This is an optimization exercise on Yosys and OpenROAD, whose aim is small area, a short achievable clock period and few clock cycles per item, not a production implementation.
No functional check of the RTL was part of any run shown here.
Power figures rest on the tool's default switching activity, not on a simulated workload.

`design/flow/config.mk`:
```
export PLATFORM = sky130hd
export DESIGN_NAME = fp_add_top
export DESIGN_NICKNAME = fp_add_top
export VERILOG_FILES = /design/flow/design.v
export SDC_FILE = /design/flow/constraint.sdc
export NUM_CORES = 4
export LEC_CHECK = 0
export ABC_AREA = 1
export CAP_MARGIN = 20
export CORE_MARGIN = 2
export CORE_UTILIZATION = 40
export SETUP_SLACK_MARGIN = 1.5
export SLEW_MARGIN = 20
```
`design/flow/flow/run.sh`:
```
#!/bin/bash
# Standard layout, with plain buffers on the ports instead of the delay
# cells the port buffering picks by default.
set -euo pipefail
bash standard.sh BUFFER_PORTS_ARGS="-buffer_cell sky130_fd_sc_hd__buf_1" SKIP_GATE_CLONING=1 finish > standard.log 2>&1
```
`design/flow/standard.sh`:
```
#!/bin/bash
# synth_recipe.tcl (not shown) runs the flow's synth.tcl, then flattens the netlist and writes it again
# the make line also repeats each setting of config.mk as NAME=value (left out here)
make -C /OpenROAD-flow-scripts/flow DESIGN_CONFIG=/design/flow/config.mk WORK_HOME=/design/flow/orfs CLKGATE_MAP_FILE= SYNTH_SCRIPT=/design/flow/synth_recipe.tcl "${@:-finish}"
```
`design/flow/design.v`:
```
`timescale 1ns/1ps
module fp_prefix_add #(
    parameter int W = 28,
    parameter int L = 5            
) (
    input  logic [W-1:0] a,
    input  logic [W-1:0] b,
    input  logic         cin,
    output logic [W-1:0] s
);
    logic [W-1:0] p, g, gg, gp;
    assign p = a ^ b;
    assign g = a & b;
    always_comb begin
        gg    = g;
        gp    = p;
        gg[0] = g[0] | (p[0] & cin);
        for (int l = 0; l < L; l++) begin
            for (int i = 0; i < W; i++) begin
                if (i[l]) begin
                    gg[i] = gg[i] | (gp[i] & gg[((i >> l) << l) - 1]);
                    gp[i] = gp[i] & gp[((i >> l) << l) - 1];
                end
            end
        end
    end
    assign s = p ^ {gg[W-2:0], cin};
endmodule
module fp_prefix_and #(
    parameter int W = 24,
    parameter int L = 5            
) (
    input  logic [W-1:0] a,
    output logic [W-1:0] y
);
    always_comb begin
        y = a;
        for (int l = 0; l < L; l++) begin
            for (int i = 0; i < W; i++) begin
                if (i[l]) begin
                    y[i] = y[i] & y[((i >> l) << l) - 1];
                end
            end
        end
    end
endmodule
`timescale 1ns/1ps
module fp_add_stage1 (
    input  logic [31:0] a,
    input  logic [31:0] b,
    input  logic        op,
    output logic [24:0] x,         
    output logic [27:0] y,         
    output logic [7:0]  e,
    output logic        sub,
    output logic        s,
    output logic        inf,
    output logic        nan,
    output logic        zero       
);
    logic [7:0]  ea, eb;
    logic [22:0] fa, fb;
    logic        sa, sb;
    logic        za, zb;
    logic        maxa, maxb;
    logic        nan_a, nan_b, inf_a, inf_b;
    logic        a_lt;
    logic [8:0]  dab, dba;
    logic [7:0]  shift;
    logic [23:0] big_m;
    logic [23:0] small_m;
    logic [25:0] y_sh;
    logic [23:0] lost;
    logic        sticky;
    logic        far;
    logic        z_small;
    logic        kill;
    assign sa = a[31];
    assign sb = b[31] ^ op;
    assign ea = a[30:23];
    assign eb = b[30:23];
    assign fa = a[22:0];
    assign fb = b[22:0];
    assign za = (ea == 8'd0);
    assign zb = (eb == 8'd0);
    assign maxa  = (ea == 8'hFF);
    assign maxb  = (eb == 8'hFF);
    assign nan_a = maxa & (fa != 23'd0);
    assign nan_b = maxb & (fb != 23'd0);
    assign inf_a = maxa & (fa == 23'd0);
    assign inf_b = maxb & (fb == 23'd0);
    assign sub  = sa ^ sb;
    assign nan = nan_a | nan_b | (inf_a & inf_b & sub);
    assign inf = inf_a | inf_b;
    assign s   = inf ? (inf_a ? sa : sb) : (a_lt ? sb : sa);
    assign dab   = {1'b0, ea} - {1'b0, eb};
    assign dba   = {1'b0, eb} - {1'b0, ea};
    assign shift = dab[8] ? dba[7:0] : dab[7:0];
    assign a_lt  = dab[8] | ((dab[7:0] == 8'd0) & (fa < fb));
    assign zero    = za & zb;
    assign big_m   = {1'b1, a_lt ? fb : fa};
    assign small_m = {1'b1, a_lt ? fa : fb};
    assign z_small = a_lt ? za : zb;
    assign e       = a_lt ? eb : ea;
    assign far = shift[7:5] != 3'd0;
    always_comb begin
        for (int j = 0; j < 24; j++) begin
            lost[j] = far | (shift[4:0] > 5'(j + 2));
        end
    end
    assign kill   = far | z_small;
    assign y_sh   = kill ? 26'd0 : ({small_m, 2'b00} >> shift[4:0]);
    assign sticky = ~z_small & (|(small_m & lost));
    assign x = sub ? {big_m, 1'b0} : {1'b0, big_m};
    assign y = sub ? ~{y_sh, sticky, 1'b0} : {1'b0, y_sh, sticky};
endmodule
`timescale 1ns/1ps
module fp_add_stage2 (
    input  logic [24:0] x,
    input  logic [27:0] y,
    input  logic [7:0]  e,
    input  logic        sub,
    input  logic        s,
    input  logic        inf,
    input  logic        nan,
    input  logic        zero,
    output logic [31:0] result
);
    logic [27:0] sum;
    logic        top;              
    logic        rnd_t, rnd_u;     
    logic [24:0] ones;             
    logic [23:0] inc_t, inc_u;     
    logic        cy_t, cy_u;       
    logic [22:0] f_frac;
    logic        f_cy;
    logic [9:0]  f_exp;
    logic        f_ovf, f_unf;
    logic        near;
    logic [4:0]  lz;
    logic [25:0] n_sh;
    logic [9:0]  n_exp;
    fp_prefix_add #(.W(28)) u_add (
        .a   ({x, 3'b000}),
        .b   (y),
        .cin (sub),
        .s   (sum)
    );
    assign top   = sum[27];
    assign rnd_t = sum[3] & (sum[4] | sum[2] | sum[1] | sum[0]);
    assign rnd_u = sum[2] & (sum[3] | sum[1] | sum[0]);
    logic [23:0] ones4;            
    fp_prefix_and #(.W(24)) u_ones (
        .a (sum[27:4]),
        .y (ones4)
    );
    assign ones[0] = sum[3];
    assign ones[24:1] = ones4 & {24{sum[3]}};
    always_comb begin
        inc_t[0] = sum[4] ^ rnd_t;
        inc_u[0] = sum[3] ^ rnd_u;
        for (int k = 1; k < 24; k++) begin
            inc_t[k] = sum[k+4] ^ (rnd_t & ones4[k-1]);
            inc_u[k] = sum[k+3] ^ (rnd_u & ones[k-1]);
        end
    end
    assign cy_t = rnd_t & ones4[23];
    assign cy_u = rnd_u & ones[23];
    assign f_frac = top ? inc_t[22:0] : inc_u[22:0];
    assign f_cy   = top ? cy_t : cy_u;
    logic [9:0] eb0, eb1, eb2;
    logic [2:0] ov, un;
    assign eb0 = {2'b00, e} - {9'd0, sub};
    assign eb1 = eb0 + 10'd1;
    assign eb2 = eb0 + 10'd2;
    assign ov  = {eb2 >= 10'd255, eb1 >= 10'd255, eb0 >= 10'd255};
    assign un  = {eb2 == 10'd0, eb1 == 10'd0, (eb0 == 10'd0) | eb0[9]};
    always_comb begin
        case ({top, f_cy})
            2'b00:   begin f_exp = eb0; f_ovf = ov[0]; f_unf = un[0]; end
            2'b11:   begin f_exp = eb2; f_ovf = ov[2]; f_unf = un[2]; end
            default: begin f_exp = eb1; f_ovf = ov[1]; f_unf = un[1]; end
        endcase
    end
    assign near = ~(sum[27] | sum[26]);
    logic [31:0] lz_in;
    logic [15:0] v1;
    logic [7:0]  v2;
    logic [3:0]  v3;
    logic [1:0]  v4;
    logic [15:0] z1;
    logic [15:0] z2;
    logic [11:0] z3;
    logic [7:0]  z4;
    assign lz_in = {sum[25:0], 6'b111111};
    always_comb begin
        for (int g = 0; g < 16; g++) begin
            v1[g] = lz_in[2*g+1] | lz_in[2*g];
            z1[g] = ~lz_in[2*g+1];
        end
        for (int g = 0; g < 8; g++) begin
            v2[g]          = v1[2*g+1] | v1[2*g];
            z2[2*g+1]      = ~v1[2*g+1];
            z2[2*g]        = v1[2*g+1] ? z1[2*g+1] : z1[2*g];
        end
        for (int g = 0; g < 4; g++) begin
            v3[g]          = v2[2*g+1] | v2[2*g];
            z3[3*g+2]      = ~v2[2*g+1];
            z3[3*g+:2]     = v2[2*g+1] ? z2[4*g+2+:2] : z2[4*g+:2];
        end
        for (int g = 0; g < 2; g++) begin
            v4[g]          = v3[2*g+1] | v3[2*g];
            z4[4*g+3]      = ~v3[2*g+1];
            z4[4*g+:3]     = v3[2*g+1] ? z3[6*g+3+:3] : z3[6*g+:3];
        end
        lz = v4[1] ? {1'b0, z4[7:4]} : {1'b1, z4[3:0]};
    end
    assign n_sh  = sum[25:0] << lz;
    assign n_exp = {2'b00, e} - 10'd2 - {5'd0, lz};
    always_comb begin
        if (nan) begin
            result = 32'hFFFF_FFFF;
        end else if (inf) begin
            result = {s, 8'hFF, 23'd0};
        end else if (zero) begin
            result = 32'd0;
        end else if (near) begin
            if (sum[25:0] == 26'd0) begin
                result = 32'd0;
            end else if (n_exp[9] | (n_exp[7:0] == 8'd0)) begin
                result = {s, 31'd0};
            end else begin
                result = {s, n_exp[7:0], n_sh[24:2]};
            end
        end else if (f_ovf) begin
            result = {s, 8'hFF, 23'd0};
        end else if (f_unf) begin
            result = {s, 31'd0};
        end else begin
            result = {s, f_exp[7:0], f_frac};
        end
    end
endmodule
`timescale 1ns/1ps
module fp_add_top (
    input  logic        sys_clk,
    input  logic        sys_rst_n,
    input  logic [31:0] data1_in,
    input  logic [31:0] data2_in,
    input  logic        op,
    input  logic        trig,
    output logic [31:0] data_out,
    output logic        vld
);
    logic        busy;
    logic        accept;
    logic [24:0] x_d, x_q;         
    logic [27:0] y_d, y_q;         
    logic [7:0]  e_d, e_q;         
    logic        sub_d, sub_q;     
    logic        s_d, s_q;         
    logic        inf_d, inf_q;     
    logic        nan_d, nan_q;     
    logic        zero_d, zero_q;   
    logic [31:0] result;
    assign accept = trig & ~busy;
    fp_add_stage1 u_s1 (
        .a   (data1_in),
        .b   (data2_in),
        .op  (op),
        .x   (x_d),
        .y   (y_d),
        .e   (e_d),
        .sub (sub_d),
        .s   (s_d),
        .inf (inf_d),
        .nan (nan_d),
        .zero(zero_d)
    );
    always_ff @(posedge sys_clk) begin
        x_q   <= x_d;
        y_q   <= y_d;
        e_q   <= e_d;
        sub_q <= sub_d;
        s_q   <= s_d;
        inf_q <= inf_d;
        nan_q <= nan_d;
        zero_q <= zero_d;
    end
    fp_add_stage2 u_s2 (
        .x      (x_q),
        .y      (y_q),
        .e      (e_q),
        .sub    (sub_q),
        .s      (s_q),
        .inf    (inf_q),
        .nan    (nan_q),
        .zero   (zero_q),
        .result (result)
    );
    always_ff @(posedge sys_clk or negedge sys_rst_n) begin
        if (!sys_rst_n) begin
            busy     <= 1'b0;
            vld      <= 1'b0;
            data_out <= '0;
        end else begin
            busy <= accept;
            vld  <= busy;
            if (busy) begin
                data_out <= result;
            end
        end
    end
endmodule
```
`design/flow/constraint.sdc`:
```
create_clock -name core_clock -period 6.0 [get_ports {sys_clk}]
set_input_delay 1.2000 -clock core_clock [delete_from_list [all_inputs] [get_ports {sys_clk}]]
set_output_delay 1.2000 -clock core_clock [all_outputs]
set_load 0.01 [all_outputs]
```
==> results of run 1 <==
==> cell type report <==
type | instances | area share
timing repair buffer | 194 | 0.0824
sequential | 99 | 0.142
inverter | 251 | 0.0637
multi-input combinational | 1788 | 0.660
clock inverter | 7 | 0.00393
clock buffer | 9 | 0.0147
tap | 402 | 0.0329
==> report_power, final <==
group | switching (uW) | total [uW] | internal, uW
Clock | 276 | 565 | 289
Sequential | 114 | 975 | 861
Combinational | 3830 | 5900 | 2070
Total | 4220 | 7440 | 3220
==> cell usage after synthesis, types with 5 or more instances <==
library cell | instances | area [um2]
buf_6 | 5 | 56.3
buf_2 | 16 | 80.1
o21ai_1 | 14 | 70.1
a31oi_1 | 12 | 75.1
nand3_2 | 13 | 130
o211ai_1 | 29 | 218
nand2_2 | 29 | 181
ha_1 | 82 | 1030
inv_2 | 11 | 41.3
nor4_1 | 23 | 144
buf_1 | 12 | 45.0
nand2_1 | 672 | 2520
xnor2_1 | 11 | 96.3
nand4_1 | 42 | 263
dfxtp_1 | 65 | 1300
dfrtp_1 | 34 | 851
or2_2 | 9 | 56.3
a21o_1 | 5 | 37.5
nor3_1 | 22 | 110
nor2_4 | 7 | 78.8
o21ai_0 | 213 | 1070
nor2_1 | 159 | 597
a21oi_1 | 103 | 515
o21a_1 | 5 | 37.5
nand3b_1 | 8 | 60.1
nand3_1 | 227 | 1140
inv_1 | 237 | 890
xor2_1 | 31 | 272
clkbuf_1 | 53 | 199
nand2_4 | 14 | 158
fa_1 | 5 | 100
==> worst register-to-register path, delay by kind of cell, from the launching register on <==
kind                     cells  cell delay (ps)
AO/OA/AOI/OAI                3              450
XOR/XNOR                     1              180
adder cells (fa/ha/maj)      3              870
buffers and inverters        4              450
flip-flops                   1              340
AND/OR/NAND/NOR             17             1970
==> flip-flops by register name, summed over array words and instances (netlist names) <==
| signal | count |
|---|---|
| s_q | 1 |
| y_q | 28 |
| vld | 1 |
| zero_q | 1 |
| inf_q | 1 |
| e_q | 8 |
| data_out | 32 |
| busy | 1 |
| nan_q | 1 |
| x_q | 25 |
==> cell families after synthesis <==
kind of cell / after synthesis
flops: 99
compound gates: 413
buf+inv: 342
fa+ha+maj: 87
simple gates: 1245
xor+xnor: 43
==> routing by layer <==
layer	share of wire	global-route usage	up-vias
li1	-	-	7590
met2	0.46	0.424	527
met3	0.058	0.0329	100
met1	0.44	0.327	6921
met4	0.041	0.102	0
met5	0	0	-
==> final timing paths <==
check,slack [ps],startpoint,depth (start not counted),end
worst max-delay path,1580,y_q[11],28,data_out[24]
worst min-delay path,520,data_out[12],2,data_out[12]
worst max register to register,1580,y_q[11],28,data_out[24]
worst min register to register,520,data_out[12],2,data_out[12]
max in group asynchronous,4560,sys_rst_n,1,data_out[6]
min in group asynchronous,930,sys_rst_n,1,data_out[18]
==> stage by stage <==
| step | area (um2) | std cells | power [uW] | util | setup slack, ps |
|---|---|---|---|---|---|
| after CTS | 14300 | 2702 | 6890 | 0.449 | 1490 |
| after detailed placement | 13700 | 2668 | 6140 | 0.431 | 791 |
| after global placement | 13700 | 2668 | 6120 | 0.431 | 870 |
| after floorplan | 13000 | 2229 | 4870 | - | 1510 |
| final | 15300 | 2750 | 7440 | 0.482 | 1580 |
| after global routing | 15300 | 2750 | 8180 | 0.482 | 1360 |
==> repair_timing <==
action                     CTS  global route
buffers inserted            18            48
gates resized for setup     43           188
hold endpoints to repair     0             0
setup endpoints to repair   59            59
pin swaps                   20            54
==> summary.md, run 1 <==
| Metric | Value |
|---|---|
| Mean Syn Cell Area | 5.81 um2 |
| Worst Hold Class | reg2reg |
| RSZ-0062 raised after global routing | true |
| Max Slew Vio Count | 0 |
| Commonest non-fill, non-tap cell in the layout | nand2_1 |
| Clock latency (worst-skew pair) | between 300 and 400 ps |
| Crit start category | flip-flop |
| Register area | 2170 um2 |
| CP max-delay cell | fa_2 |
| Initial DRT Pass Iterations | 6 |
| Setup TNS | 0 ps |
| Starting Density | 0.408 |
| Top Ports | 101 |
| Pin count of the biggest net entering global routing | 93 |
| Final WL | between 40000 and 50000 um |
| CP max stage delay | 400 ps |
| Fill cell count | 3376 |
| Drt drc | 0 |
| Final hold violations | 0 |
| Multiplexer share of the synthesized area | 0 |
| Total clock sinks | just under 100 |
| Die height | 184 um |
| First-pass GRT wire length | between 60000 and 70000 um |
| Vias/cell | 5.50 |
| Synth Area in Adders | 0.0869 |
| Critical Path Fanout Max | 11 |
| CP Class | reg2reg |
| H-tree level count | 3 |
| CP delay by family, top | simple AND/OR/NAND/NOR gates |
| CTS buffer count | 9 |
| Vias after detailed routing | 15138 |
| Vias in the first global route | 13468 |
| IO Port Bufs | 100 |
| Routed WL per cell | between 15 and 20 um |
| DIE WIDTH | ~180 um |
| Static leakage | 0.00736 uW |
| Post-synthesis compound-gate area fraction | 0.177 |
| Worst rel slew slack | 0.430 |
| Final worst-path cycle share | 0.737 |
| Commonest cells after routing, fill and taps aside | nand2_1, inv_1, nand3_1, o21ai_0, nor2_1 |
| Worst-margin pin slew | about 850 ps |
| Yosys warns | 5 |
| CP endpoint kind | flip-flop |
| Largest family of logic cells by synthesized area | simple AND/OR/NAND/NOR gates |
| Core area | about 32000 um2 |
| Syn nets | ~2400 |
| Crit path required time | 6220 ps |
| Area of the multi-input gates | 10100 um2 |
| VDD IR-drop max | 0.202 mV |
| Primary FF master, synth | dfxtp_1 |
| Buf+Inv Stages, Crit Path | 4 |
| Area Growth Syn to Fin | 17.9% |
| Simple-gate share of the synthesized area | 0.434 |
| Mapped cell area | 13000 um2 |
| Setup violators final | 0 |
| DRT antenna net count | 0 |
| CTS tree | built |
| Syn Inst Count | 2229 |
| Initial antenna violation count | 0 |
| XOR/XNOR share of the synthesized area | 0.0297 |
| Initial drt markers | between 1500 and 2000 |
| Outcome | timing/DRC/antenna clean |
| Layout cells sized above 1 | 0.152 |
| Post-synth EDFFs | 0 |
| Yosys cell types | 64 |
| Gr usage total | 0.252 |
| Max-cap viol count | 0 |
| Final net count | 2498 |
| Hold_buf cts | 0 |
| Dpl hpwl | 34500 um |
| CTS root buffer | clkbuf_16 |
| GPL Wtd Cong | ~1.0 |
| Crit path arrival time | 4640 ps |
| Worst Skew | 14.8 ps |
| Crit path time final | 4420 ps |
| Row count | 65 |
| Antenna diode count | 0 |
| Seq cells post-synth | 99 |
| Die area | 33800 um2 |
| Pwr Density | between 400 and 500 nW/um2 |
| Clock buffer depth | 2 |
| Max Fclk | around 230 MHz |
| Gr ovfl total | 0 |
| Sequential share of the synthesized area | 0.166 |
| Synth async-reset ratio | 0.343 |
| Smallest hold slack | 518 ps |
| Clock slew at reported path FFs | 80 ps |
==> run 2: changes to the inputs <==
--- a/design/flow/design.v
+++ b/design/flow/design.v
@@ -217,6 +217,14 @@
     end
     assign n_sh  = sum[25:0] << lz;
     assign n_exp = {2'b00, e} - 10'd2 - {5'd0, lz};
+    logic [25:0] n_win;
+    logic        n_unf;
+    always_comb begin
+        for (int i = 0; i < 26; i++) begin
+            n_win[i] = ({2'b00, e} > 10'(27 - i));
+        end
+    end
+    assign n_unf = ~|(sum[25:0] & n_win);
     always_comb begin
         if (nan) begin
             result = 32'hFFFF_FFFF;
@@ -227,7 +235,7 @@
         end else if (near) begin
             if (sum[25:0] == 26'd0) begin
                 result = 32'd0;
-            end else if (n_exp[9] | (n_exp[7:0] == 8'd0)) begin
+            end else if (n_unf) begin
                 result = {s, 31'd0};
             end else begin
                 result = {s, n_exp[7:0], n_sh[24:2]};
==> design/flow/flow/run.sh (replaced) <==
#!/bin/bash
# Standard layout, with plain buffers on the ports instead of the delay
# cells the port buffering picks by default.
set -euo pipefail
bash standard.sh BUFFER_PORTS_ARGS="-buffer_cell sky130_fd_sc_hd__buf_1" finish > standard.log 2>&1
==> summary.md, run 2 <==
| Metric | Value |
|---|---|
| Outcome | timing/DRC/antenna clean |
| Final hold violations | 0 (unchanged) |
| Crit start category | flip-flop |
| Initial DRT Pass Iterations | 7 (+1) |
| Dpl hpwl | 40900 um (+18%) |
| Vias/cell | 5.58 (+1.3%) |
| Worst rel slew slack | 0.299 (-0.131) |
| Yosys cell types | 71 (+11%) |
| Static leakage | 0.00752 uW (+2.1%) |
| CTS tree | built |
| IO Port Bufs | 100 (unchanged) |
| Sequential share of the synthesized area | 0.163 (-0.00347) |
| Crit path time final | 4490 ps (+72.3 ps) |
| Biggest regs | data_out (32), y_q (28), x_q (25) |
| Vias after detailed routing | 15862 (+4.8%) |
| Initial antenna violation count | 0 (unchanged) |
| First-pass GRT wire length | 79100 um (+14%) |
| Commonest non-fill, non-tap cell in the layout | nand2_1 |
| CTS root buffer | clkbuf_16 |
| Top Ports | 101 (unchanged) |
| Yosys warns | 5 (unchanged) |
| Vias in the first global route | 14643 (+8.7%) |
| Antenna diode count | 0 (unchanged) |
| Reg2Reg Setup Slack | 1510 ps (-70 ps) |
| Routed WL per cell | 18.1 um (+12%) |
| Initial drt markers | 1380 (-12%) |
| Crit path arrival time | 4780 ps (+140 ps) |
| RSZ-0062 raised after global routing | true |
| Layout cells sized above 1 | 0.127 (-0.0255) |
| Syn nets | 2447 (+2.6%) |
| Crit path required time | 6290 ps (+70 ps) |
| DIE WIDTH | 186 um (+1.0%) |
| Final net count | 2556 (+2.3%) |
| Synth top area share | 0.180 (-0.0143) |
| Pwr Density | 493 nW/um2 (+1.3%) |
| Pin count of the biggest net entering global routing | 64 (-31%) |
| Critical Path Fanout Max | 6 (-5) |
| Synth cell count leaders | nand2_1, nand3_1, inv_1 |
| Mapped cell area | 13200 um2 (+2.1%) |
| Syn Inst Count | 2288 (+2.6%) |
| Worst-margin pin slew | 1050 ps (+194 ps) |
| Final WL | 51400 um (+16%) |
| Gr ovfl total | 0 (unchanged) |
| Die area | 34500 um2 (+2.1%) |
| Largest register FFs | 32 (unchanged) |
| DRT antenna net count | 0 (unchanged) |
| Most used cell, CP | inv_1 |
| Max Slew Vio Count | 0 (unchanged) |
| Setup violators final | 0 (unchanged) |
| Post-synth EDFFs | 0 (unchanged) |
| Combinational share of power | 0.793 (about the same) |
| CP Class | reg2reg |
| Commonest cells after routing, fill and taps aside | nand2_1, nand3_1, inv_1, nor2_1, o21ai_0 |
| Largest cells by area after synthesis | nand2_1, nand3_1, dfxtp_1 |
| Clk pwr share | 0.078 (+0.002) |
| Final worst-path cycle share | 0.749 (+0.0121) |
| Hold_buf cts | 0 (unchanged) |
| Area Growth Syn to Fin | 16.4% |
| CP max-delay cell | fa_2 |
| H-tree level count | 3 (unchanged) |
| Seq pwr share | 0.129 (-0.002) |
| GPL Wtd Cong | 0.989 (-4.8%) |
| Clock latency (worst-skew pair) | 370 ps (about the same) |
| CP delay by family, top | adder cells |
| Buf+Inv Stages, Crit Path | 8 (+4) |
| Most frequent cell after synthesis | nand2_1 |
| Max-cap viol count | 0 (unchanged) |
| Cell taking the most area after synthesis | nand2_1 |
| Clock slew at reported path FFs | 70 ps (about the same) |
| Worst Hold Class | reg2reg |
| Core area | 32500 um2 (+2.6%) |
| Final worst slack | 1510 ps (-72.3 ps) |
| Starting Density | 0.407 (-0.00177) |
| Mean Syn Cell Area | 5.78 um2 (-0.50%) |
| Max Fclk | 223 MHz (-1.6%) |
| Int Pwr | 3170 uW (-1.5%) |
| Net Sw Frac | 0.582 (+0.0152) |
| Worst Skew | 18.8 ps (+3.97 ps) |
| Synth async-reset ratio | 0.343 (unchanged) |
| Biggest register | data_out |
| Die height | 186 um (+1.0%) |
| Clock buffer depth | 2 (unchanged) |
| Row count | 66 (+1.5%) |
| Pre-CTS WS | 850 ps (+59.7 ps) |
| Drt drc | 0 (unchanged) |
| Placed Instance Area | 14100 um2 (+3.0%) |
| CP max stage delay | 420 ps (+20 ps) |
| P_sw | 4420 uW (+4.8%) |
| CP endpoint kind | flip-flop |
| Total clock sinks | 99 (unchanged) |
| Primary FF master, synth | dfxtp_1 |
| Seq cells post-synth | 99 (unchanged) |
| Setup TNS | 0 ps (unchanged) |
| VDD IR-drop max | 0.205 mV (+1.7%) |
| Gr usage total | 0.293 (+0.0408) |
| CTS buffer count | 9 (unchanged) |
| Final instance area | 15400 um2 (+0.77%) |
[run 2: cell types whose count changed in the layout (fill, tap and decap cells not counted), moves of 15 or more]
| cell | delta |
|---|---|
| a21oi_1 | +15 |
| nand2_1 | -24 |
| nand2_2 | -15 |
| nand3_1 | +143 |
| nor2_1 | +31 |
| o211ai_1 | -23 |
| o21ai_1 | -27 |
[run 2: worst paths after layout]
path | start | endpoint | cells past startpoint
min | data_out[21] | data_out[21] | 2
min in group asynchronous | sys_rst_n | data_out[29] | 1
max reg2reg | x_q[24] | data_out[30] | 33
max | x_q[24] | data_out[30] | 33
max in group asynchronous | sys_rst_n | data_out[0] | 1
min reg2reg | data_out[21] | data_out[21] | 2
[run 2: through the flow]
step / hold WS [ps] / total power [uW] / std cells / utilization
detailed placement: 506 / 6330 / 2772 / 0.433
global route: 537 / 8260 / 2844 / 0.473
CTS: 523 / 7120 / 2802 / 0.451
finish: 517 / 7590 / 2844 / 0.473
floorplan: 352 / 4890 / 2288 / -
global placement: 498 / 6310 / 2772 / 0.433
[run 2: cell families after synthesis]
group,Yosys count,synth area share
xor+xnor,42,0.0289
fa+ha+maj,91,0.0895
compound gates,357,0.147
buf+inv,345,0.103
flops,99,0.163
simple gates,1353,0.468
mux,1,0.000757
[run 2: layout make-up]
class	instances	area [um2]
Sequential cell	99	2160
Fill cell	3590	17100
Tap cell	442	553
Multi-Input combinational cell	1846	10300
Clock inverter	5	41.3
Inverter	257	980
Clock buffer	11	254
Timing Repair Buffer	184	1120
[run 2: tightest hold or removal path: cells and delay by family, from the launching register on]
kind / cells / cell delay (ps)
flip-flops: 1 / 340
AO/OA/AOI/OAI: 1 / 90
AND/OR/NAND/NOR: 1 / 40
[run 2: routing by layer]
| metal | wire (um) | up-vias | track usage |
|---|---|---|---|
| met5 | 0 | - | 0 |
| met4 | 3210 | 0 | 0.155 |
| met1 | 20900 | 7125 | 0.351 |
| met2 | 24400 | 733 | 0.514 |
| met3 | 2970 | 190 | 0.0317 |
| li1 | - | 7814 | - |
[run 2: what timing repair did]
action,CTS,global route
gates resized for setup,34,100
pin swaps,12,35
endpoints found under the hold margin,0,0
buffers inserted,14,37
gates cloned,0,4
setup endpoints to repair,58,70
[run 2: power by group through the flow]
stage                     Clock (uW)  Sequential, uW  Combinational, uW
after detailed placement           0             987               5340
after global placement             0             984               5330
after floorplan                    0            1000               3890
after CTS                        600             980               5540
final                            591             983               6020
after global routing             626            1010               6630
==> run 3: changes to the inputs <==
--- a/design/flow/design.v
+++ b/design/flow/design.v
@@ -55,13 +55,13 @@
     output logic        sub,
     output logic        s,
     output logic        inf,
-    output logic        nan,
-    output logic        zero       
+    output logic        nan
 );
     logic [7:0]  ea, eb;
     logic [22:0] fa, fb;
     logic        sa, sb;
     logic        za, zb;
+    logic [23:0] ma, mb;
     logic        maxa, maxb;
     logic        nan_a, nan_b, inf_a, inf_b;
     logic        a_lt;
@@ -73,8 +73,6 @@
     logic [23:0] lost;
     logic        sticky;
     logic        far;
-    logic        z_small;
-    logic        kill;
     assign sa = a[31];
     assign sb = b[31] ^ op;
     assign ea = a[30:23];
@@ -83,6 +81,8 @@
     assign fb = b[22:0];
     assign za = (ea == 8'd0);
     assign zb = (eb == 8'd0);
+    assign ma = za ? 24'd0 : {1'b1, fa};
+    assign mb = zb ? 24'd0 : {1'b1, fb};
     assign maxa  = (ea == 8'hFF);
     assign maxb  = (eb == 8'hFF);
     assign nan_a = maxa & (fa != 23'd0);
@@ -90,17 +90,15 @@
     assign inf_a = maxa & (fa == 23'd0);
     assign inf_b = maxb & (fb == 23'd0);
     assign sub  = sa ^ sb;
+    assign a_lt = {ea, fa} < {eb, fb};
     assign nan = nan_a | nan_b | (inf_a & inf_b & sub);
     assign inf = inf_a | inf_b;
     assign s   = inf ? (inf_a ? sa : sb) : (a_lt ? sb : sa);
     assign dab   = {1'b0, ea} - {1'b0, eb};
     assign dba   = {1'b0, eb} - {1'b0, ea};
-    assign shift = dab[8] ? dba[7:0] : dab[7:0];
-    assign a_lt  = dab[8] | ((dab[7:0] == 8'd0) & (fa < fb));
-    assign zero    = za & zb;
-    assign big_m   = {1'b1, a_lt ? fb : fa};
-    assign small_m = {1'b1, a_lt ? fa : fb};
-    assign z_small = a_lt ? za : zb;
+    assign shift = {dab[8] ? dba[7:1] : dab[7:1], ea[0] ^ eb[0]};
+    assign big_m   = a_lt ? mb : ma;
+    assign small_m = a_lt ? ma : mb;
     assign e       = a_lt ? eb : ea;
     assign far = shift[7:5] != 3'd0;
     always_comb begin
@@ -108,9 +106,8 @@
             lost[j] = far | (shift[4:0] > 5'(j + 2));
         end
     end
-    assign kill   = far | z_small;
-    assign y_sh   = kill ? 26'd0 : ({small_m, 2'b00} >> shift[4:0]);
-    assign sticky = ~z_small & (|(small_m & lost));
+    assign y_sh   = far ? 26'd0 : ({small_m, 2'b00} >> shift[4:0]);
+    assign sticky = |(small_m & lost);
     assign x = sub ? {big_m, 1'b0} : {1'b0, big_m};
     assign y = sub ? ~{y_sh, sticky, 1'b0} : {1'b0, y_sh, sticky};
 endmodule
@@ -123,7 +120,6 @@
     input  logic        s,
     input  logic        inf,
     input  logic        nan,
-    input  logic        zero,
     output logic [31:0] result
 );
     logic [27:0] sum;
@@ -215,7 +211,14 @@
         end
         lz = v4[1] ? {1'b0, z4[7:4]} : {1'b1, z4[3:0]};
     end
-    assign n_sh  = sum[25:0] << lz;
+    logic [25:0] n_v [6];
+    assign n_v[0] = sum[25:0];
+    always_comb begin
+        for (int k = 4; k >= 0; k--) begin
+            n_v[5-k] = lz[k] ? (n_v[4-k] << (1 << k)) : n_v[4-k];
+        end
+    end
+    assign n_sh = n_v[5];
     assign n_exp = {2'b00, e} - 10'd2 - {5'd0, lz};
     logic [25:0] n_win;
     logic        n_unf;
@@ -230,8 +233,6 @@
             result = 32'hFFFF_FFFF;
         end else if (inf) begin
             result = {s, 8'hFF, 23'd0};
-        end else if (zero) begin
-            result = 32'd0;
         end else if (near) begin
             if (sum[25:0] == 26'd0) begin
                 result = 32'd0;
@@ -269,7 +270,6 @@
     logic        s_d, s_q;         
     logic        inf_d, inf_q;     
     logic        nan_d, nan_q;     
-    logic        zero_d, zero_q;   
     logic [31:0] result;
     assign accept = trig & ~busy;
     fp_add_stage1 u_s1 (
@@ -282,8 +282,7 @@
         .sub (sub_d),
         .s   (s_d),
         .inf (inf_d),
-        .nan (nan_d),
-        .zero(zero_d)
+        .nan (nan_d)
     );
     always_ff @(posedge sys_clk) begin
         x_q   <= x_d;
@@ -293,7 +292,6 @@
         s_q   <= s_d;
         inf_q <= inf_d;
         nan_q <= nan_d;
-        zero_q <= zero_d;
     end
     fp_add_stage2 u_s2 (
         .x      (x_q),
@@ -303,7 +301,6 @@
         .s      (s_q),
         .inf    (inf_q),
         .nan    (nan_q),
-        .zero   (zero_q),
         .result (result)
     );
     always_ff @(posedge sys_clk or negedge sys_rst_n) begin
==> summary.md, run 3 <==
| Metric | Value |
|---|---|
| Final worst slack | 1590 ps (+78.0 ps) |
| Fill cell count | 3649 (+1.6%) |
| DIE WIDTH | 187 um (+0.72%) |
| Cell taking the most area after synthesis | nand2_1 |
| Die height | 187 um (+0.72%) |
| CP Class | reg2reg |
| Total power | 7180 uW (-5.4%) |
| Most frequent cell after synthesis | nand2_1 |
| Gr usage total | 0.289 (-0.00427) |
| Pre-CTS WS | 796 ps (-54.7 ps) |
| Dpl hpwl | 41000 um (+0.35%) |
| Setup violators final | 0 (unchanged) |
| Worst rel slew slack | 0.352 (+0.0533) |
| Crit path time final | 4410 ps (-78.0 ps) |
| Total clock sinks | 99 (unchanged) |
| Crit path arrival time | 4640 ps (-140 ps) |
| Vias in the first global route | 15442 (+5.5%) |
| Critical Path Fanout Max | 6 (unchanged) |
| Mapped cell area | 13400 um2 (+1.5%) |
| Core area | 33300 um2 (+2.3%) |
| Biggest regs | data_out (32), y_q (28), x_q (25) |
| Primary FF master, synth | dfxtp_1 |
| Commonest cells after routing, fill and taps aside | nand2_1, nand3_1, inv_1, nor2_1, o21ai_0 |
| Synth async-reset ratio | 0.343 (unchanged) |
| Drt drc | 0 (unchanged) |
| Syn Inst Count | 2364 (+3.3%) |
| RSZ-0062 raised after global routing | true |
| Mean Syn Cell Area | 5.68 um2 (-1.8%) |
| Hold_buf cts | 0 (unchanged) |
| Area Growth Syn to Fin | 15.6% |
| CP endpoint kind | flip-flop |
| Syn nets | 2523 (+3.1%) |
| Commonest non-fill, non-tap cell in the layout | nand2_1 |
| IO Port Bufs | 100 (unchanged) |
| Worst Skew | 19.3 ps (+0.512 ps) |
| Clock latency (worst-skew pair) | 380 ps (about the same) |
| CTS root buffer | clkbuf_16 |
| Final instance area | 15500 um2 (+0.80%) |
| Static leakage | 0.00772 uW (+2.7%) |
| Crit path required time | 6230 ps (-60 ps) |
| Largest cells by area after synthesis | nand2_1, nand3_1, dfxtp_1 |
| Initial DRT Pass Iterations | 5 (-2) |
| Largest register FFs | 32 (unchanged) |
| Initial drt markers | 1299 (-5.9%) |
| Final net count | 2625 (+2.7%) |
| Clock buffer depth | 2 (unchanged) |
| Post-synth EDFFs | 0 (unchanged) |
| Routed WL per cell | 17.8 um (-1.6%) |
| Top Ports | 101 (unchanged) |
| Initial antenna violation count | 0 (unchanged) |
| Vias after detailed routing | 16117 (+1.6%) |
| Biggest register | data_out |
| Yosys cell types | 65 (-8.5%) |
| Die area | 35000 um2 (+1.5%) |
| Placed Instance Area | 14200 um2 (+0.77%) |
| Final WL | 51900 um (+1.0%) |
| Max Fclk | 227 MHz (+1.8%) |
| Max Slew Vio Count | 0 (unchanged) |
| Clock slew at reported path FFs | 80 ps (about the same) |
| Pin count of the biggest net entering global routing | 61 (-4.7%) |
| Starting Density | 0.403 (-0.00319) |
| Worst Hold Class | reg2reg |
| Row count | 67 (+1.5%) |
| Synth top area share | 0.204 (+0.0239) |
| Vias/cell | 5.52 (-1.0%) |
| Crit start category | flip-flop |
| Yosys warns | 6 (+1) |
| Final worst-path cycle share | 0.736 (-0.0130) |
| CTS tree | built |
| Outcome | timing/DRC/antenna clean |
| VDD IR-drop max | 0.180 mV (-12%) |
| Layout cells sized above 1 | 0.122 (-0.00475) |
| CTS buffer count | 9 (unchanged) |
| First-pass GRT wire length | 81400 um (+2.9%) |
| Gr ovfl total | 0 (unchanged) |
| Seq cells post-synth | 99 (unchanged) |
| Final hold violations | 0 (unchanged) |
| Synth cell count leaders | nand2_1, nand3_1, inv_1 |
| Pwr Density | 462 nW/um2 (-6.2%) |
| Setup TNS | 0 ps (unchanged) |
| DRT antenna net count | 0 (unchanged) |
| CP max stage delay | 410 ps (about the same) |
| Most used cell, CP | inv_1 |
| H-tree level count | 3 (unchanged) |
| Antenna diode count | 0 (unchanged) |
| Max-cap viol count | 0 (unchanged) |
| CP max-delay cell | fa_2 |
| Sequential share of the synthesized area | 0.160 (-0.00238) |
| Core Util, Final | 0.466 (-0.00690) |
| Worst-margin pin slew | 968 ps (-79.7 ps) |
| GPL Wtd Cong | 0.983 (-0.60%) |
run 3: cell count changes in the layout (fill, tap and decap cells not counted), moves of 14 or more:
cell / previous run / this run
o22ai_1: 6 / 22
o21ai_0: 168 / 129
nand3_1: 357 / 318
xor2_1: 32 / 18
inv_1: 225 / 275
nand2_1: 622 / 712
run 3: worst max-delay path: cells and delay by family (launching register included):
family,cells,cell delay (ps)
xor+xnor,1,190
buf+inv,6,500
compound gates,6,810
flops,1,340
simple gates,11,1240
fa+ha+maj,4,1170
run 3: per-stage QoR:
| step | hold WS (ps) | std cells |
|---|---|---|
| 2_1_floorplan | 352 | 2364 |
| 3_3_place_gp | 453 | 2850 |
| 3_5_place_dp | 467 | 2850 |
| 4_1_cts | 483 | 2894 |
| 5_1_grt | 523 | 2919 |
| 6_report | 479 | 2919 |
run 3: what timing repair did:
| action | 4_1_cts | 5_1_grt |
|---|---|---|
| endpoints found under the setup margin | 19 | 53 |
| buffers inserted | 27 | 22 |
| pin swaps | 19 | 31 |
| gates resized for setup | 39 | 110 |
| cloned | 1 | 3 |
run 3: area by class of cell:
class	count	area (um2)	share of cell area
clock buffers	9	225	0.0145
clock inverters	7	88.8	0.00572
inverters	301	1160	0.0747
multi-input cells	1878	10300	0.666
flip-flops and latches	99	2170	0.140
well taps	448	561	0.0361
repair buffers	174	968	0.0624
repair inverters	3	18.8	0.00121
run 3: final timing paths:
kind | from | endpoint | slack, ps | cells past startpoint
setup / recovery | y_q[9] | data_out[29] | 1590 | 28
hold / removal | data_out[28] | data_out[28] | 480 | 2
setup reg to reg | y_q[9] | data_out[29] | 1590 | 28
hold reg to reg | data_out[28] | data_out[28] | 480 | 2
max in group asynchronous | sys_rst_n | busy | 4550 | 1
min in group asynchronous | sys_rst_n | data_out[15] | 900 | 1
run 3: routing by layer:
layer | global-route usage | vias to the layer above | wire, um
met5 | 0 | - | 0
met4 | 0.153 | 0 | 3020
met3 | 0.0315 | 154 | 2820
met2 | 0.499 | 622 | 24400
met1 | 0.353 | 7384 | 21700
li1 | - | 7957 | -
run 3: kinds of logic (layout without fill, tap and decap cells):
group	count (synthesis)	after routing	synth area share
multiplexers	2	2	0.00149
XOR/XNOR	26	26	0.0175
AO/OA/AOI/OAI	341	341	0.143
flip-flops	99	99	0.160
adder cells (fa/ha/maj)	91	91	0.0882
AND/OR/NAND/NOR	1417	1418	0.473
buffers and inverters	388	494	0.116
run 3: power by group:
| part | internal (uW) | switching [uW] | total, uW | leakage, uW |
|---|---|---|---|---|
| combinational | 1810 | 3780 | 5590 | 0.00665 |
| sequential | 858 | 122 | 980 | 0.000924 |
| clock | 301 | 305 | 606 | 0.000153 |
==> run 4: changes to the inputs <==
--- a/design/flow/design.v
+++ b/design/flow/design.v
@@ -69,7 +69,7 @@
     logic [7:0]  shift;
     logic [23:0] big_m;
     logic [23:0] small_m;
-    logic [25:0] y_sh;
+    logic [27:0] y_sh;
     logic [23:0] lost;
     logic        sticky;
     logic        far;
@@ -96,7 +96,7 @@
     assign s   = inf ? (inf_a ? sa : sb) : (a_lt ? sb : sa);
     assign dab   = {1'b0, ea} - {1'b0, eb};
     assign dba   = {1'b0, eb} - {1'b0, ea};
-    assign shift = {dab[8] ? dba[7:1] : dab[7:1], ea[0] ^ eb[0]};
+    assign shift = dab[8] ? dba[7:0] : dab[7:0];
     assign big_m   = a_lt ? mb : ma;
     assign small_m = a_lt ? ma : mb;
     assign e       = a_lt ? eb : ea;
@@ -106,10 +106,22 @@
             lost[j] = far | (shift[4:0] > 5'(j + 2));
         end
     end
-    assign y_sh   = far ? 26'd0 : ({small_m, 2'b00} >> shift[4:0]);
     assign sticky = |(small_m & lost);
-    assign x = sub ? {big_m, 1'b0} : {1'b0, big_m};
-    assign y = sub ? ~{y_sh, sticky, 1'b0} : {1'b0, y_sh, sticky};
+    logic [27:0] sh_v [6];
+    assign sh_v[0] = sub ? {~small_m, 4'b1111} : {1'b0, small_m, 3'b000};
+    always_comb begin
+        for (int k = 0; k < 5; k++) begin
+            sh_v[k+1] = sh_v[k];
+            if (shift[k]) begin
+                for (int i = 0; i < 28; i++) begin
+                    sh_v[k+1][i] = (i + (1 << k) < 28) ? sh_v[k][(i + (1 << k)) % 28] : sub;
+                end
+            end
+        end
+    end
+    assign y_sh = far ? {28{sub}} : sh_v[5];
+    assign x    = sub ? {big_m, 1'b0} : {1'b0, big_m};
+    assign y    = {y_sh[27:2], sub ? {~sticky, 1'b1} : {y_sh[1], sticky}};
 endmodule
 `timescale 1ns/1ps
 module fp_add_stage2 (
@@ -211,14 +223,7 @@
         end
         lz = v4[1] ? {1'b0, z4[7:4]} : {1'b1, z4[3:0]};
     end
-    logic [25:0] n_v [6];
-    assign n_v[0] = sum[25:0];
-    always_comb begin
-        for (int k = 4; k >= 0; k--) begin
-            n_v[5-k] = lz[k] ? (n_v[4-k] << (1 << k)) : n_v[4-k];
-        end
-    end
-    assign n_sh = n_v[5];
+    assign n_sh  = sum[25:0] << lz;
     assign n_exp = {2'b00, e} - 10'd2 - {5'd0, lz};
     logic [25:0] n_win;
     logic        n_unf;
==> summary.md, run 4 <==
| Metric | Value |
|---|---|
| Gr usage total | 0.279 (-0.00945) |
| Fill cell count | 3507 (-3.9%) |
| Hold_buf cts | 0 (unchanged) |
| Vias after detailed routing | 16031 (-0.53%) |
| Mapped cell area | 13300 um2 (-0.95%) |
| H-tree level count | 3 (unchanged) |
| GPL Wtd Cong | 0.964 (-1.9%) |
| Initial drt markers | 1617 (+24%) |
| Biggest regs | data_out (32), y_q (28), x_q (25) |
| Antenna diode count | 0 (unchanged) |
| Register area | 2180 um2 (+0.46%) |
| Most frequent cell after synthesis | nand2_1 |
| Mean Syn Cell Area | 5.68 um2 (about the same) |
| Outcome | timing/DRC/antenna clean |
| Worst Hold Depth | 2 (unchanged) |
| Die height | 186 um (-0.46%) |
| Primary FF master, synth | dfxtp_1 |
| Starting Density | 0.408 (+0.00427) |
| Worst Hold Class | reg2reg |
| Crit path required time | 6250 ps (+20 ps) |
| CTS buffer count | 9 (unchanged) |
| Commonest cells after routing, fill and taps aside | nand2_1, nand3_1, inv_1, nor2_1, o21ai_0 |
| Drt drc | 0 (unchanged) |
| Vias in the first global route | 14958 (-3.1%) |
| IO Port Bufs | 100 (unchanged) |
| R2R cell count | 28 (unchanged) |
| Row count | 66 (-1.5%) |
| Max-cap viol count | 0 (unchanged) |
| CP max stage delay | 410 ps (about the same) |
| Syn Inst Count | 2342 (-0.93%) |
| Worst-margin pin slew | 1050 ps (+79.3 ps) |
| Clock latency (worst-skew pair) | 370 ps (about the same) |
| Max Fclk | 227 MHz (+0.42%) |
| Pwr Density | 513 nW/um2 (+11%) |
| Initial DRT Pass Iterations | 6 (+1) |
| Setup TNS | 0 ps (unchanged) |
| Final WL | 50000 um (-3.8%) |
| Dpl hpwl | 39300 um (-4.3%) |
| Sequential share of the synthesized area | 0.162 (+0.00154) |
| DIE WIDTH | 186 um (-0.46%) |
| Clock slew at reported path FFs | 70 ps (about the same) |
| Final net count | 2599 (-0.99%) |
| Clock buffer depth | 2 (unchanged) |
| Biggest register | data_out |
| CTS tree | built |
| Post-synth EDFFs | 0 (unchanged) |
| Crit path arrival time | 4650 ps (about the same) |
| Max Slew Vio Count | 0 (unchanged) |
| CTS root buffer | clkbuf_16 |
| Crit path time final | 4400 ps (-18.4 ps) |
| Die area | 34700 um2 (-0.93%) |
| Static leakage | 0.00756 uW (-2.1%) |
| Top Ports | 101 (unchanged) |
| CP max-delay cell | fa_2 |
| Reg2Reg Launch Point | y_q[9] |
| Total power | 7910 uW (+10%) |
| HP Start | data_out[29] |
| Area Growth Syn to Fin | 16.0% |
| Crit start category | flip-flop |
| Yosys cell types | 65 (unchanged) |
| RSZ-0062 raised after global routing | true |
| Seq cells post-synth | 99 (unchanged) |
| Worst rel slew slack | 0.301 (-0.0512) |
| Vias/cell | 5.55 (+0.57%) |
| Pin count of the biggest net entering global routing | 53 (-13%) |
| Initial antenna violation count | 0 (unchanged) |
| Critical Path Fanout Max | 5 (-1) |
| DRT antenna net count | 0 (unchanged) |
| Gr ovfl total | 0 (unchanged) |
| Final hold violations | 0 (unchanged) |
| Synth async-reset ratio | 0.343 (unchanged) |
| Largest register FFs | 32 (unchanged) |
| CP Class | reg2reg |
| Layout cells sized above 1 | 0.123 (+0.000886) |
| Core area | 32600 um2 (-2.0%) |
| Routed WL per cell | 17.3 um (-2.7%) |
| VDD IR-drop max | 0.216 mV (+20%) |
| Cell taking the most area after synthesis | nand2_1 |
| Area of the multi-input gates | 10400 um2 (+1.1%) |
| Critical path startpoint | y_q[9] |
| Syn nets | 2501 (-0.87%) |
| Largest cells by area after synthesis | nand2_1, nand3_1, dfxtp_1 |
| Final worst-path cycle share | 0.733 (-0.00306) |
| Yosys warns | 6 (unchanged) |
| Worst Skew | 12.2 ps (-7.18 ps) |
| Synth cell count leaders | nand2_1, nand3_1, inv_1 |
| Commonest non-fill, non-tap cell in the layout | nand2_1 |
| Most used cell, CP | nor2_4 |
| Synth top area share | 0.212 (+0.00732) |
| Total clock sinks | 99 (unchanged) |
| First-pass GRT wire length | 78800 um (-3.2%) |
| CP endpoint kind | flip-flop |
| Setup violators final | 0 (unchanged) |
-- run 4: cell count changes in the layout (fill, tap and decap cells not counted), moves of 7 or more --
cell	previous run	this run
nand4_1	47	33
o22ai_1	22	12
nand2_1	712	734
a31oi_1	7	15
nor2_1	178	169
o21ai_0	129	137
inv_1	275	232
or2_2	8	1
o221ai_1	8	1
nand3_1	318	334
-- run 4: kinds of logic after synthesis --
group / share of synthesized area
buf+inv: 0.104
fa+ha+maj: 0.0890
flops: 0.162
simple gates: 0.479
xor+xnor: 0.0191
mux: 0.000753
compound gates: 0.146
-- run 4: worst max-delay path, delay by kind of cell, from the launching register on --
| kind | cells | cell delay, ps |
|---|---|---|
| simple gates | 16 | 1470 |
| flops | 1 | 330 |
| fa+ha+maj | 4 | 1350 |
| buf+inv | 3 | 270 |
| compound gates | 3 | 510 |
| xor+xnor | 2 | 340 |
-- run 4: stage by stage --
step                      hold WS (ps)  area (um2)   util  worst slack (ps)  cells
after floorplan                    352       13400      -              1500   2342
final                              499       15400  0.473              1600   2887
after detailed placement           493       14100  0.433               525   2820
after global routing               520       15400  0.473              1420   2887
after global placement             478       14100  0.433               626   2820
after CTS                          509       14700  0.452              1470   2852
-- run 4: report_power, final --
group | switching [uW] | internal [uW] | leakage, uW
logic | 4270 | 2050 | 0.00649
clock network | 269 | 297 | 0.000140
registers | 138 | 876 | 0.000925
-- run 4: area by class of cell --
class,instances,area share
sequential,99,0.141
multi-input combinational,1896,0.677
clock inverter,6,0.00308
tap,442,0.0359
timing repair buffer,175,0.0630
inverter,259,0.0643
clock buffer,10,0.0155
-- run 4: timing repair --
action	4_1_cts	5_1_grt
buffers inserted	14	35
setup endpoints to repair	39	58
pin swaps	13	49
cloned	2	0
resized for setup	37	117
-- run 4: path summary, 6_finish.rpt --
check	endpoint	slack (ps)
max	data_out[30]	1600
min	data_out[29]	500
max reg2reg	data_out[30]	1600
min reg2reg	data_out[29]	500
max in group asynchronous	busy	4500
min in group asynchronous	data_out[28]	930
-- run 4: routing by layer --
metal / vias up / global-route usage / part of all wire
met2: 642 / 0.482 / 0.48
met3: 127 / 0.0299 / 0.057
met1: 7342 / 0.355 / 0.42
li1: 7920 / - / -
met4: 0 / 0.116 / 0.044
met5: - / 0 / 0
==> run 5: changes to the inputs <==
==> design/flow/flow/run.sh (replaced) <==
#!/bin/bash
# Standard layout, with plain buffers on the ports instead of the delay
# cells the port buffering picks by default.
set -euo pipefail
bash standard.sh BUFFER_PORTS_ARGS="-buffer_cell sky130_fd_sc_hd__buf_1" SKIP_GATE_CLONING=1 finish > standard.log 2>&1
==> summary.md, run 5 <==
| Metric | Value |
|---|---|
| H-tree level count | 3 (unchanged) |
| Fill cell count | 3528 (+0.60%) |
| Initial drt markers | 1609 (-0.49%) |
| Die height | 186 um (unchanged) |
| Synth async-reset ratio | 0.343 (unchanged) |
| Area Growth Syn to Fin | 15.3% |
| Largest cells by area after synthesis | nand2_1, nand3_1, dfxtp_1 |
| Seq pwr share | 0.129 (about the same) |
| Crit path arrival time | 4780 ps (+130 ps) |
| Sequential share of the synthesized area | 0.162 (unchanged) |
| HP Start | data_out[26] |
| Final hold violations | 0 (unchanged) |
| Row count | 66 (unchanged) |
| Int Pwr | 3190 uW (-0.99%) |
| CTS root buffer | clkbuf_16 |
| Worst rel slew slack | 0.313 (+0.0116) |
| Post-synth EDFFs | 0 (unchanged) |
| Pwr Density | 512 nW/um2 (-0.22%) |
| Crit start category | flip-flop |
| Critical path startpoint | y_q[6] |
| Max Slew Vio Count | 0 (unchanged) |
| Clock slew at reported path FFs | 70 ps (about the same) |
| Pin count of the biggest net entering global routing | 53 (unchanged) |
| CP max-delay cell | fa_2 |
| Outcome | timing/DRC/antenna clean |
| Hold_buf cts | 0 (unchanged) |
| Combinational share of power | 0.800 (about the same) |
| Setup TNS | 0 ps (unchanged) |
| Dpl hpwl | 39300 um (unchanged) |
| Starting Density | 0.408 (unchanged) |
| Mapped cell area | 13300 um2 (unchanged) |
| Worst Skew | 11.8 ps (-0.352 ps) |
| Syn Inst Count | 2342 (unchanged) |
| Clock latency (worst-skew pair) | 370 ps (about the same) |
| Initial DRT Pass Iterations | 8 (+2) |
| Gr usage total | 0.279 (-0.000964) |
| Max Fclk | 223 MHz (-1.9%) |
| Gr ovfl total | 0 (unchanged) |
| Largest register FFs | 32 (unchanged) |
| DIE WIDTH | 186 um (unchanged) |
| CTS tree | built |
| CP Class | reg2reg |
| Synth cell count leaders | nand2_1, nand3_1, inv_1 |
| Max-cap viol count | 0 (unchanged) |
| Clock buffer depth | 2 (unchanged) |
| Cell taking the most area after synthesis | nand2_1 |
| Drt drc | 0 (unchanged) |
| P_sw | 4650 uW (-0.68%) |
| Most used cell, CP | inv_1 |
| Routed WL per cell | 17.3 um (about the same) |
| Primary FF master, synth | dfxtp_1 |
| Most frequent cell after synthesis | nand2_1 |
| IO Port Bufs | 100 (unchanged) |
| Clk pwr share | 0.072 (about the same) |
| VDD IR-drop max | 0.216 mV (-0.11%) |
| Syn nets | 2501 (unchanged) |
| Total clock sinks | 99 (unchanged) |
| Seq cells post-synth | 99 (unchanged) |
| Final instance area | 15300 um2 (-0.59%) |
| Die area | 34700 um2 (unchanged) |
| Vias/cell | 5.53 (-0.42%) |
| Antenna diode count | 0 (unchanged) |
| Commonest cells after routing, fill and taps aside | nand2_1, nand3_1, inv_1, nor2_1, o21ai_0 |
| Worst Hold Class | reg2reg |
| Layout cells sized above 1 | 0.117 (-0.00553) |
| Yosys warns | 6 (unchanged) |
| Core area | 32600 um2 (unchanged) |
| CTS buffer count | 9 (unchanged) |
| Net Sw Frac | 0.593 (+0.000766) |
| Reg2Reg Launch Point | y_q[6] |
| Commonest non-fill, non-tap cell in the layout | nand2_1 |
| Biggest register | data_out |
| Synth top area share | 0.212 (unchanged) |
| GPL Wtd Cong | 0.964 (unchanged) |
| Initial antenna violation count | 0 (unchanged) |
| Biggest regs | data_out (32), y_q (28), x_q (25) |
| Worst-margin pin slew | 1030 ps (-17.3 ps) |
| Yosys cell types | 65 (unchanged) |
| Static leakage | 0.00754 uW (-0.21%) |
| Mean Syn Cell Area | 5.68 um2 (unchanged) |
| Final net count | 2595 (-0.15%) |
| RSZ-0062 raised after global routing | true |
| CP endpoint kind | flip-flop |
| Final worst-path cycle share | 0.747 (+0.0143) |
| Crit path time final | 4480 ps (+85.6 ps) |
| DRT antenna net count | 0 (unchanged) |
| Critical Path Fanout Max | 4 (-1) |
| Placed Instance Area | 14100 um2 (unchanged) |
| Crit path required time | 6300 ps (+50 ps) |
| Top Ports | 101 (unchanged) |
| Final WL | 49900 um (-0.14%) |
| Vias after detailed routing | 15941 (-0.56%) |
| Setup violators final | 0 (unchanged) |
| Vias in the first global route | 14927 (-0.21%) |
| First-pass GRT wire length | 78600 um (-0.25%) |
| CP max stage delay | 400 ps (about the same) |
-- run 5: repair_timing --
item	in CTS	in global routing
pin swaps	11	44
endpoints found under the setup margin	39	58
endpoints found under the hold margin	0	0
buffers inserted	14	33
gates cloned	0	0
resized for setup	32	114
-- run 5: metal layers --
layer | up-vias | track usage | part of all wire
met5 | - | 0 | 0
met4 | 0 | 0.117 | 0.043
met3 | 114 | 0.0278 | 0.058
met2 | 664 | 0.481 | 0.48
met1 | 7251 | 0.354 | 0.42
li1 | 7912 | - | -
-- run 5: cell families after synthesis --
family,count (synthesis),share of synthesized area
and+or+nand+nor,1425,0.479
AOI/OAI and AO/OA,349,0.146
buffers and inverters,348,0.104
DFF,99,0.162
adders and majority gates,91,0.0890
xor gates and xnor gates,29,0.0191
muxes,1,0.000753
-- run 5: stage by stage --
step                       util  setup WS [ps]  std cells  hold WS, ps  total power (uW)
after global placement    0.433            626       2820          478              6640
final                     0.470           1520       2883          506              7840
after detailed placement  0.433            525       2820          493              6660
after floorplan               -           1500       2342          352              5110
after CTS                 0.450           1480       2850          509              7430
after global routing      0.470           1290       2883          520              8540
-- run 5: worst max-delay path, delay by kind of cell (launching register included) --
kind / cells / cell delay (ps)
buf+inv: 6 / 520
fa+ha+maj: 4 / 1340
simple gates: 10 / 1100
compound gates: 6 / 760
xor+xnor: 2 / 330
flops: 1 / 320
-- run 5: layout make-up --
class                           count  area (um2)  area share
Sequential cell                    99        2170       0.142
Inverter                          259         992      0.0647
Timing Repair Buffer              172         988      0.0645
Clock buffer                       10         239      0.0156
Multi-Input combinational cell   1895       10300       0.674
Clock inverter                      6        47.5     0.00310
Tap cell                          442         553      0.0361
-- run 5: worst paths after layout --
| kind | end | slack, ps | cells past startpoint |
|---|---|---|---|
| min in group asynchronous | data_out[29] | 930 | 1 |
| min reg2reg | data_out[26] | 510 | 2 |
| max | data_out[29] | 1520 | 28 |
| max reg2reg | data_out[29] | 1520 | 28 |
| min | data_out[26] | 510 | 2 |
| max in group asynchronous | busy | 4500 | 1 |
-- run 5: power groups by stage --
stage / logic [uW] / registers [uW] / clock network, uW
5_1_grt: 6910 / 1040 / 602
3_5_place_dp: 5660 / 1000 / 0
2_1_floorplan: 4090 / 1010 / 0
6_report: 6270 / 1010 / 563
4_1_cts: 5850 / 997 / 578
3_3_place_gp: 5640 / 1000 / 0
==> run 6: changes to the inputs <==
--- a/design/flow/design.v
+++ b/design/flow/design.v
@@ -69,8 +69,7 @@
     logic [7:0]  shift;
     logic [23:0] big_m;
     logic [23:0] small_m;
-    logic [27:0] y_sh;
-    logic [23:0] lost;
+    logic [25:0] y_sh;
     logic        sticky;
     logic        far;
     assign sa = a[31];
@@ -100,28 +99,21 @@
     assign big_m   = a_lt ? mb : ma;
     assign small_m = a_lt ? ma : mb;
     assign e       = a_lt ? eb : ea;
+    logic [23:0] lost_a, lost_b;
+    logic        st_a, st_b;
     assign far = shift[7:5] != 3'd0;
     always_comb begin
         for (int j = 0; j < 24; j++) begin
-            lost[j] = far | (shift[4:0] > 5'(j + 2));
+            lost_b[j] = (dab[7:5] != 3'd0) | (dab[4:0] > 5'(j + 2));
+            lost_a[j] = (dba[7:5] != 3'd0) | (dba[4:0] > 5'(j + 2));
         end
     end
-    assign sticky = |(small_m & lost);
-    logic [27:0] sh_v [6];
-    assign sh_v[0] = sub ? {~small_m, 4'b1111} : {1'b0, small_m, 3'b000};
-    always_comb begin
-        for (int k = 0; k < 5; k++) begin
-            sh_v[k+1] = sh_v[k];
-            if (shift[k]) begin
-                for (int i = 0; i < 28; i++) begin
-                    sh_v[k+1][i] = (i + (1 << k) < 28) ? sh_v[k][(i + (1 << k)) % 28] : sub;
-                end
-            end
-        end
-    end
-    assign y_sh = far ? {28{sub}} : sh_v[5];
-    assign x    = sub ? {big_m, 1'b0} : {1'b0, big_m};
-    assign y    = {y_sh[27:2], sub ? {~sticky, 1'b1} : {y_sh[1], sticky}};
+    assign st_b = |(mb & lost_b);
+    assign st_a = |(ma & lost_a);
+    assign y_sh   = far ? 26'd0 : ({small_m, 2'b00} >> shift[4:0]);
+    assign sticky = a_lt ? st_a : st_b;
+    assign x = sub ? {big_m, 1'b0} : {1'b0, big_m};
+    assign y = sub ? ~{y_sh, sticky, 1'b0} : {1'b0, y_sh, sticky};
 endmodule
 `timescale 1ns/1ps
 module fp_add_stage2 (
==> summary.md, run 6 <==
| Metric | Value |
|---|---|
| Largest register FFs | 32 (unchanged) |
| Yosys warns | 5 (-1) |
| CTS tree | built |
| Static leakage | 0.00779 uW (+3.2%) |
| CTS buffer count | 9 (unchanged) |
| CP max stage delay | 460 ps (+60 ps) |
| Worst Skew | 19.4 ps (+7.60 ps) |
| Final hold violations | 0 (unchanged) |
| Outcome | timing/DRC/antenna clean |
| Pre-CTS WS | 742 ps (+217 ps) |
| Final worst-path cycle share | 0.752 (+0.00515) |
| GPL Wtd Cong | 0.985 (+2.1%) |
| Die height | 188 um (+0.62%) |
| Yosys cell types | 63 (-3.1%) |
| Syn nets | 2505 (+0.16%) |
| Layout cells sized above 1 | 0.151 (+0.0343) |
| CTS root buffer | clkbuf_16 |
| Crit path arrival time | 4810 ps (+30 ps) |
| Total power | 8470 uW (+8.0%) |
| Core area | 33400 um2 (+2.3%) |
| Die area | 35200 um2 (+1.2%) |
| Routed WL per cell | 18.2 um (+5.2%) |
| Area Growth Syn to Fin | 19.7% |
| HP Start | data_out[26] |
| CP delay by family, top | buffers and inverters |
| Max-cap viol count | 0 (unchanged) |
| CP max-delay cell | fa_2 |
| Primary FF master, synth | dfxtp_1 |
| RSZ-0062 raised after global routing | true |
| Vias/cell | 5.67 (+2.5%) |
| Setup violators final | 0 (unchanged) |
| Worst Hold Class | reg2reg |
| Post-route non-filler standard cell count | 2917 (+1.2%) |
| Gr ovfl total | 0 (unchanged) |
| Synth top area share | 0.180 (-0.0317) |
| Buf+Inv Stages, Crit Path | 13 (+7) |
| Clock buffer depth | 2 (unchanged) |
| Worst Hold Endpoint | data_out[26] |
| Seq cells post-synth | 99 (unchanged) |
| Gr usage total | 0.289 (+0.0100) |
| Row count | 67 (+1.5%) |
| Mapped cell area | 13500 um2 (+1.3%) |
| Largest cells by area after synthesis | nand2_1, nand3_1, dfxtp_1 |
| Final worst slack | 1490 ps (-30.9 ps) |
| Final WL | 53100 um (+6.4%) |
| IO Port Bufs | 100 (unchanged) |
| Mean Syn Cell Area | 5.74 um2 (+1.1%) |
| Initial antenna violation count | 0 (unchanged) |
| Placed cells | 2829 (+0.32%) |
| Antenna diode count | 0 (unchanged) |
| Total clock sinks | 99 (unchanged) |
| CP endpoint kind | flip-flop |
| Sequential share of the synthesized area | 0.160 (-0.00204) |
| Dpl hpwl | 40800 um (+4.1%) |
| Max Fclk | 222 MHz (-0.68%) |
| Biggest register | data_out |
| Pwr Density | 525 nW/um2 (+2.7%) |
| Vias after detailed routing | 16532 (+3.7%) |
| Max Slew Vio Count | 0 (unchanged) |
| Vias in the first global route | 15213 (+1.9%) |
| VDD IR-drop max | 0.224 mV (+3.5%) |
| Pin count of the biggest net entering global routing | 64 (+21%) |
| Setup TNS | 0 ps (unchanged) |
| Clock slew at reported path FFs | 80 ps (about the same) |
| CP Class | reg2reg |
| Most frequent cell after synthesis | nand2_1 |
| Syn Inst Count | 2345 (+0.13%) |
| DRT antenna net count | 0 (unchanged) |
| Post-synth EDFFs | 0 (unchanged) |
| Starting Density | 0.404 (-0.00401) |
| Initial DRT Pass Iterations | 7 (-1) |
| DIE WIDTH | 188 um (+0.62%) |
| Reg2Reg Setup Slack | 1490 ps (-30 ps) |
| Reg2Reg Launch Point | x_q[2] |
| FF-to-FF End | data_out[14] |
| H-tree level count | 3 (unchanged) |
| Clock latency (worst-skew pair) | 370 ps (about the same) |
| Synth cell count leaders | nand2_1, nand3_1, inv_1 |
| Biggest regs | data_out (32), y_q (28), x_q (25) |
| Most used cell, CP | buf_4 |
| Crit path time final | 4510 ps (+30.9 ps) |
| Crit path required time | 6300 ps (about the same) |
| First-pass GRT wire length | 81700 um (+3.9%) |
| Drt drc | 0 (unchanged) |
| Worst rel slew slack | 0.448 (+0.136) |
| Commonest non-fill, non-tap cell in the layout | nand2_1 |
| Initial drt markers | 1648 (+2.4%) |
| Crit start category | flip-flop |
| Critical Path Fanout Max | 6 (+2) |
| R2R cell count | 33 (+18%) |
| Cell taking the most area after synthesis | nand2_1 |
| Synth async-reset ratio | 0.343 (unchanged) |
| Worst Hold Depth | 2 (unchanged) |
| Worst-margin pin slew | 827 ps (-203 ps) |
| Top Ports | 101 (unchanged) |
| Final net count | 2624 (+1.1%) |
| Commonest cells after routing, fill and taps aside | nand2_1, nand3_1, inv_1, nor2_1, o21ai_0 |
-- run 6: per-stage QoR --
stage                     instance area (um2)  utilization  hold WS, ps
final                                   16100        0.483          484
after global routing                    16100        0.483          508
after CTS                               15100        0.451          502
after detailed placement                14300        0.429          482
after global placement                  14300        0.429          468
after floorplan                         13600            -          352
-- run 6: layout make-up --
cell class | count | area (um2)
Tap cell | 448 | 561
Clock buffer | 9 | 225
Sequential cell | 99 | 2170
Multi-Input combinational cell | 1863 | 10800
Timing Repair Buffer | 198 | 1190
Inverter | 293 | 1140
Fill cell | 3537 | 17200
Clock inverter | 7 | 86.3
-- run 6: where the power goes --
part | leakage [uW] | total, uW | internal, uW | switching, uW
sequential | 0.000924 | 991 | 863 | 128
combinational | 0.00671 | 6880 | 2360 | 4520
clock | 0.000151 | 602 | 301 | 301
-- run 6: tightest hold or removal path: cells and delay by family (launching register included) --
kind                   cells  cell delay, ps
AOI/OAI and AO/OA          1              60
buffers and inverters      1              40
DFF                        1             350
-- run 6: cells by family after synthesis --
family | after synthesis | synth area share
buf+inv | 383 | 0.114
compound gates | 391 | 0.165
xor+xnor | 46 | 0.0305
flops | 99 | 0.160
fa+ha+maj | 92 | 0.0888
simple gates | 1334 | 0.442
-- run 6: worst max-delay path by stage --
stage | to | from | slack, ps | depth (start not counted)
floorplan | data_out[30] | y_q[5] | 1470 | 28
global route | data_out[14] | sub_q | 1310 | 35
global placement | data_out[0] | y_q[5] | 930 | 29
finish | data_out[14] | x_q[2] | 1490 | 33
detailed placement | data_out[6] | x_q[7] | 740 | 29
CTS | data_out[21] | x_q[2] | 1500 | 29
-- run 6: metal layers --
metal,vias up,GRT usage,part of all wire,wire (um)
met4,0,0.137,0.056,2990
met1,7484,0.362,0.41,21800
met5,-,0,0,0
li1,8013,-,-,-
met2,849,0.492,0.46,24600
met3,186,0.0356,0.070,3740
-- run 6: repair_timing --
action,CTS,global route
cloned,0,0
setup endpoints to repair,32,77
pin swaps,31,90
hold buffers,0,0
gates resized for setup,51,185
setup buffers,34,38

## what the ideal ports hide
The results above use ideal ports. As a check the final layouts listed here were re-extracted and re-timed, cells and wires unchanged.
Step 1, drivers: a clkbuf_16 drives sys_clk and a buf_2 each remaining input, both assumed.
Step 2 moves the port delays by t, midway between the first and last clock arrival at a register: inputs arrive t later, outputs are due t later. That takes back most of the time a late clock gives input paths.
Three values: ideal, step 1, step 2; two values: the first two.
run	shift t [ns]	setup WS [ns]	latest minus earliest clock arrival (ns)	worst slew at a driven data input, ns
run 1	0.406	1.580 / 1.580 / 1.293	0.016 / 0.016	0.04
run 2	0.407	1.508 / 1.508 / 1.346	0.018 / 0.019	0.04
run 3	0.416	1.585 / 1.585 / 1.347	0.019 / 0.019	0.03
run 4	0.412	1.604 / 1.604 / 1.299	0.012 / 0.012	0.04
run 5	0.413	1.518 / 1.518 / 1.295	0.012 / 0.012	0.04
run 6	0.406	1.487 / 1.487 / 1.328	0.019 / 0.020	0.04
After both steps setup and hold are still met in every run listed. For run 4, which loses most, drivers alone change the setup slack by 0.000 ns; drivers and shift together by -0.305 ns.
